What follows belongs to an exercise in optimizing a design on an open flow for small area and few clock cycles; a production flow would make more cautious choices. The RTL was checked by simulation tests, not by an equivalence proof against the original design.

## trial 44
## sorted_timed_command_queue_unit
module sorted_timed_command_queue_unit (
  input  logic         clk,
  input  logic         rst_n,
  input  logic         in_tvalid,
  output logic         in_tready,
  input  logic [119:0] in_tdata,
  input  logic [1:0]   in_tuser,
  output logic         out_tvalid,
  input  logic         out_tready,
  output logic [63:0]  out_tdata,
  output logic [1:0]   out_tuser
);
export LEC_CHECK = 0
export CAP_MARGIN = 20
export CORE_MARGIN = 2
export CORE_UTILIZATION = 60
export CTS_CLUSTER_DIAMETER = 80
export CTS_CLUSTER_SIZE = 30
export SLEW_MARGIN = 20
create_clock -name core_clock -period 8.0 [get_ports {clk}]
standard.sh (not shown) runs the stock make flow with config.mk's settings and CLKGATE_MAP_FILE= SYNTH_SCRIPT=/design/flow/synth_recipe.tcl, a recipe that flattens the netlist after the stock synthesis.
==> flow/flow/run.sh <==
#!/bin/bash
set -e
export BUFFER_PORTS_ARGS="-buffer_cell sky130_fd_sc_hd__buf_2"
bash standard.sh > standard.log 2>&1
Trial 44 was carried through to the last stage, and its layout satisfied the timing, DRC and antenna checks.
Testbench counts of trial 44, summed over its fixed seeds: cycles 12,243.
Input-level comparison between build 88 and trial 44:
--- a/flow/design.v
+++ b/flow/design.v
@@ -38,79 +38,75 @@
   logic [31:0]  s_pay_q;
   logic         s_valid_q;
   logic         s_pop_q;
   logic [4:0]   list_q [N];
   logic [4:0]   count_q;
   logic         out_tvalid_q;
   logic [1:0]   status_q;
   logic [3:0]   slot_q;
   logic [32:0] sum;
   logic        sat;
   logic [31:0] new_due;
-  assign sum     = {1'b0, in_now} + {1'b0, in_delay};
-  assign sat     = sum[32];
+  assign sum     = {1'b0, in_now} + {1'b0, in_delay | {32{is_poll}}};
+  assign sat     = sum[32] && !is_poll;
   assign new_due = sum[31:0] | {32{sat}};
-  logic [31:0] key;
-  logic        cin;
-  assign key = is_poll ? in_now : sum[31:0];
-  assign cin = is_poll;
-  function automatic logic after(input logic [31:0] a, input logic [31:0] b, input logic ci);
+  function automatic logic gt32(input logic [31:0] a, input logic [31:0] b);
     logic c;
-    c = ci;
+    c = 1'b0;
     for (int i = 0; i < 32; i++) c = (a[i] & ~b[i]) | (a[i] & c) | (~b[i] & c);
-    after = c;
+    gt32 = c;
   endfunction
   logic [N-1:0] le;
   logic         s_le;
   always_comb begin
-    for (int x = 0; x < N; x++) le[x] = (sat && !is_poll) || !after(due_q[x], key, cin);
-    s_le = (sat && !is_poll) || !after(s_due_q, key, cin);
+    for (int x = 0; x < N; x++) le[x] = sat || !gt32(due_q[x], sum[31:0]);
+    s_le = sat || !gt32(s_due_q, sum[31:0]);
   end
   logic [N-1:0] held, thr;
   logic [3:0]   pos;
   always_comb begin
     for (int r = 0; r < N; r++) begin
       held[r] = (5'(r) < count_q);
       thr[r]  = held[r] && (list_q[r][4] ? s_le : le[list_q[r][3:0]]);
     end
     pos[3] = thr[7];
     pos[2] = (thr[3] && !thr[7]) || thr[11];
     pos[1] = (thr[1] && !thr[3]) || (thr[5] && !thr[7]) || (thr[9] && !thr[11]) || thr[13];
     pos[0] = 1'b0;
     for (int r = 0; r < N; r += 2) pos[0] = pos[0] || (thr[r] && !thr[r + 1]);
   end
   logic [NP-1:0] pfree, pwr;
   logic          any_free;
   logic [3:0]    wplace;
   always_comb begin
     logic seen;
     seen   = 1'b0;
     wplace = '0;
     for (int k = 0; k < NP; k++) begin
-      pfree[k] = !valid_q[(SP * k + N - 1) % N] && !(popv_q[(SP * k + N - 1) % N] && !out_tready);
+      pfree[k] = !valid_q[(SP * k + N - 1) % N] && !popv_q[(SP * k + N - 1) % N];
       if (pfree[k] && !seen) wplace = 4'(SP * k);
       seen     = seen || pfree[k];
     end
     any_free = seen;
   end
   logic in_fire, full, stall;
   assign full      = (count_q == 5'd16);
   assign stall     = is_add && !full && s_valid_q && !any_free;
   assign in_tready = (!out_tvalid_q || out_tready) && !stall;
   assign in_fire   = in_tvalid && in_tready;
   logic [3:0] drank;
   logic [4:0] dloc;
   assign drank = is_poll ? 4'd0 : in_slot;
   assign dloc  = list_q[drank];
   logic head_due, slot_ok, add_ok, del_ok, pop;
-  assign head_due = thr[0];
+  assign head_due = sum[32] && thr[0];
   assign slot_ok  = ({1'b0, in_slot} < count_q);
   assign add_ok   = in_fire && is_add && !full;
   assign pop      = is_poll && head_due;
   assign del_ok   = in_fire && ((is_rem && slot_ok) || pop);
   logic drain, direct, wr, wvalid, s_del;
   assign drain  = s_valid_q && any_free;
   assign direct = add_ok && !s_valid_q && any_free;
   assign wr     = drain || direct;
   assign s_del  = del_ok && dloc[4];
   assign wvalid = s_valid_q ? !s_del : 1'b1;
   always_comb for (int k = 0; k < NP; k++) pwr[k] = wr && (wplace == 4'(SP * k));
### Flow results
Changes observed in build 88 relative to trial 44: mux cell area share after synthesis neither gained nor lost much, design area now larger, length in cells of the worst reg-to-reg path now smaller, area fraction in and, or, nand and nor cells after synthesis lower, wire length on met3 saw a decrease. Build 88 vs. trial 44: post-detailed-routing wire length went down by 2700 um. Looking at slew at the pin closest to its max-slew limit, build 88 sits 0.029 ns lower than trial 44 does. Number of distinct library cells after synthesis went up by a few percent going from trial 44 to build 88. Comparing trial 44 against build 88, there is no change at all in number of pins exceeding their max-slew limit in the final report.
Testbench counts of build 88, summed over its fixed seeds: cycles 12,315.

-- afterwards: timing with drivers on the ports --
Ports are ideal in the flow. The routed layouts listed here were re-timed in OpenROAD. Step 1 sets driving cells, clkbuf_16 on the clock port and buf_2 on the other inputs (assumed; they add their load-dependent delay and slew). Step 2 moves the port delays by t, midway between the first and last clock arrival at a register: inputs arrive t later, outputs are due t later. That takes back most of the time a late clock gives input paths. Slacks: ideal / step 1 / step 2; pairs: ideal / step 1.
| run | t, ns | setup slack, ns | worst register clock-pin slew, ns |
|---|---|---|---|
| trial 44 | 0.750 | 0.388 / 0.432 / -0.318 | 0.12 / 0.12 |
| build 88 | 0.798 | 0.109 / 0.157 / -0.641 | 0.12 / 0.12 |
With both steps, setup timing fails in trial 44 and build 88, where it was met with ideal ports. The setup slack of build 88, which loses most, moves by +0.048 ns with the drivers and by -0.750 ns with both steps.
